Source: an optimization exercise on an open RTL-to-GDS flow (aim: a short achievable clock period and few clock cycles). Production flows keep margins and buffers that such runs may drop. The RTL was checked by simulation tests, not by an equivalence proof against the original design. Power figures rest on the tool's default switching activity, not on a simulated workload.

== red ==
Design cpu_top, start of the top module:
module cpu_top #(
	parameter logic [31:0] RESET_PC = 32'h0000_0000
) (
	input logic clk,
	input logic rst_n,
	output logic halted,
	output logic psel,
	output logic penable,
	output logic pwrite,
	output logic [31:0] paddr,
	output logic [31:0] pwdata,
	input logic [31:0] prdata,
	input logic pready
);
Size: ~1100 flip-flops, about 100 I/O pins, roughly 44000 um2 of cells after synthesis.
clock: 7.0 ns
lec_check: 0
abc_clock_period_in_ps: 1500
cap_margin: 20
core_margin: 2
core_utilization: 40
setup_slack_margin: 4.6
slew_margin: 20
run.sh (not shown) runs the stock make flow with config.mk's settings and CLKGATE_MAP_FILE= SYNTH_SCRIPT=/design/flow/synth_recipe.tcl, a recipe that flattens the netlist after the stock synthesis.
red did not stop at any stage, and its layout met the timing, design-rule and antenna checks.
Testbench counts of red, summed over its fixed seeds: cycles 129,700.
Modified inputs, green compared to red
--- a/flow/design.v
+++ b/flow/design.v
@@ -10,25 +10,26 @@
 	input logic clk,
 	input logic rst_n,
 	output logic fetch_ok,
 	output logic fetch_pref,
 	output logic [31:0] fetch_addr,
 	input logic fetch_start,
 	input logic fw_valid,
 	input logic [31:0] fw_data,
 	output logic cand_valid,
 	output logic [IW-1:0] cand,
 	output logic ir_valid,
 	output logic [IW-1:0] ir,
-	input logic issue
+	input logic issue,
+	output logic [7:1] kill_f
 );
 	localparam int CAP = DEPTH + 1;
 	logic [31:0] pc;
 	logic [CAP-1:0] cred;
 	logic stop;
 	logic [PW:0] cnt;
 	logic [IW-1:0] bw [DEPTH];
 	logic shift;
 	logic [IW-1:0] fw_pd;
 	logic take;
 	logic from_buf;
 	function automatic logic [7:1] onehot(input logic [2:0] r);
@@ -55,25 +56,36 @@
 			is_ld,                                   
 			writes,                                  
 			is_alu || is_st,                         
 			is_alu || is_addi || is_ld || is_st,     
 			is_alu,                                  
 			(op == 4'h4),                            
 			(op == 4'h3),                            
 			(op == 4'h2),                            
 			is_sub,                                  
 			rd, onehot(w[22:20]), onehot(w[18:16]),
 			writes ? onehot(rd) : 7'd0, w[15:0]};
 	endfunction
+	function automatic logic [7:1] reads(input logic [IW-1:0] x);
+		reads = (x[45] ? x[36:30] : 7'd0) | (x[46] ? x[29:23] : 7'd0);
+	endfunction
+	logic [7:1] rd_any;
 	assign fw_pd = predecode(fw_data);
+	always_comb begin
+		rd_any = ir_valid ? reads(ir) : 7'd0;
+		for (int i = 0; i < DEPTH; i++)
+			if (cnt > (PW+1)'(i))
+				rd_any = rd_any | reads(bw[i]);
+	end
+	assign kill_f = {7{fw_valid && fw_pd[47]}} & fw_pd[22:16] & ~rd_any & ~reads(fw_pd);
 	assign fetch_addr = pc;
 	assign fetch_ok = cred[0] && !stop;
 	assign fetch_pref = cred[PREF-1];
 	assign from_buf = (cnt != '0);
 	assign cand_valid = from_buf || (BYPASS && fw_valid);
 	assign cand = (!BYPASS || from_buf) ? bw[0] : fw_pd;
 	assign take = issue || !ir_valid;
 	always_ff @(posedge clk) begin
 		if (!rst_n) begin
 			pc <= RESET_PC;
 			cred <= '1;
 			stop <= 1'b0;
@@ -110,24 +122,25 @@
 		end
 		if (take)
 			ir <= cand;
 	end
 endmodule
 `timescale 1ns/1ps
 module execute_unit #(
 	localparam int IW = 12 + 3 + 7 + 7 + 7 + 16
 ) (
 	input logic clk,
 	input logic rst_n,
 	input logic cand_valid,
+	input logic [7:1] kill_f,
 	input logic [IW-1:0] cand,
 	input logic ir_valid,
 	input logic [IW-1:0] ir,
 	output logic issue,
 	output logic [7:1] rd_a_oh,
 	output logic [7:1] rd_b_oh,
 	input logic [31:0] rd_a_data,
 	input logic [31:0] rd_b_data,
 	output logic wb_we,
 	output logic [2:0] wb_rd,
 	output logic [31:0] wb_data,
 	input logic ld_valid,
@@ -179,25 +192,25 @@
 	logic skip;
 	logic [31:0] dq_a [2];
 	logic [31:0] dq_d [2];
 	logic [2:0] dq_r [2];
 	logic push;
 	logic wb_mem_n;
 	logic [31:0] op_b;
 	assign d = inst_t'(ir);
 	assign c = inst_t'(cand);
 	assign rd_a_oh = d.ra_oh;
 	assign rd_b_oh = d.rb_oh;
 	assign issue = ir_valid && !hz && !halt_issued;
-	assign kill = {7{issue && d.wr}} & d.rd_oh;
+	assign kill = ({7{issue && d.wr}} & d.rd_oh) | kill_f;
 	assign kill8 = {kill, 1'b0};
 	assign wb_dead_now = wb_dead || kill8[wb_rd];
 	always_comb begin
 		for (int i = 1; i < 8; i++)
 			pend_n[i] = (pend[i] || (wb_valid && wb_ld && wb_rd_oh[i])) &&
 				!(ld_valid && ld_rd == 3'(i));
 	end
 	assign bsy_n = ({7{ex_valid}} & ex_rd_oh) | pend_n;
 	assign wb_mem_n = ex_valid && (ex_ld || ex_st);
 	assign room0 = (!dq_occ1 && !(push && wb_mem_n)) ||
 		(dq_occ1 && !dq_occ2 && !push && !wb_mem_n);
 	assign room1 = !dq_occ1 && !push && !wb_mem_n;
@@ -497,24 +510,25 @@
 	logic fetch_start;
 	logic data_ok;
 	logic data_write;
 	logic [31:0] data_addr;
 	logic [31:0] data_wdata;
 	logic [2:0] data_rd;
 	logic data_start;
 	logic rq_valid;
 	logic rq_fetch;
 	logic rq_dead;
 	logic dq_empty;
 	logic [7:1] kill;
+	logic [7:1] kill_f;
 	logic [2:0] rq_rd;
 	logic [31:0] rq_data;
 	logic bus_free;
 	logic ir_valid;
 	localparam int IW = 12 + 3 + 7 + 7 + 7 + 16;
 	logic cand_valid;
 	logic [IW-1:0] cand;
 	logic [IW-1:0] ir;
 	logic issue;
 	logic [7:1] rd_a_oh, rd_b_oh;
 	logic [31:0] rd_a_data, rd_b_data;
 	logic wb_we;
@@ -527,30 +541,32 @@
 		.clk(clk),
 		.rst_n(rst_n),
 		.fetch_ok(fetch_ok),
 		.fetch_pref(fetch_pref),
 		.fetch_addr(fetch_addr),
 		.fetch_start(fetch_start),
 		.fw_valid(rq_valid && rq_fetch),
 		.fw_data(rq_data),
 		.cand_valid(cand_valid),
 		.cand(cand),
 		.ir_valid(ir_valid),
 		.ir(ir),
-		.issue(issue)
+		.issue(issue),
+		.kill_f(kill_f)
 	);
 	execute_unit i_execute_unit (
 		.clk(clk),
 		.rst_n(rst_n),
 		.cand_valid(cand_valid),
+		.kill_f(kill_f),
 		.cand(cand),
 		.ir_valid(ir_valid),
 		.ir(ir),
 		.issue(issue),
 		.rd_a_oh(rd_a_oh),
 		.rd_b_oh(rd_b_oh),
 		.rd_a_data(rd_a_data),
 		.rd_b_data(rd_b_data),
 		.wb_we(wb_we),
 		.wb_rd(wb_rd),
 		.wb_data(wb_data),
 		.ld_valid(rq_valid && !rq_fetch && !rq_dead),
==> comparison <==
- Cmp green and red / critical path depth in cells / lower: red
- Switching share of power ends up higher on green.
- The lower global-route usage came out of red.
- Comparing the two runs side by side, green comes out behind red on core outline area.
- Lower clock network power share among green and red: green
- In the tables for green and red, combinational share of power reads lower with red.
Testbench counts of green, summed over its fixed seeds: cycles 128,659.

-- port drivers added, routing unchanged --
Ports are ideal in the flow. The routed layouts listed here were re-timed in OpenROAD.
Step 1 sets driving cells, clkbuf_16 on the clock port and buf_2 on the other inputs (assumed; they add their load-dependent delay and slew).
Step 2 also shifts input and output timing later by t, the mid clock arrival at the registers, as if the neighbouring blocks saw the same clock.
Slacks: ideal ports / drivers / drivers and shift; pairs: ideal ports / drivers.
run | t (ns) | setup WS [ns] | worst setup path after step 2 | worst slew at a driven data input, ns
red | 0.776 | 4.442 / 4.369 / 3.999 | input to register | 0.07
green | 0.774 | 4.254 / 4.254 / 3.951 | input to register | 0.05
After both steps every run listed still meets setup and hold. For red, which loses most, drivers alone change the setup slack by -0.073 ns; drivers and shift together by -0.443 ns.
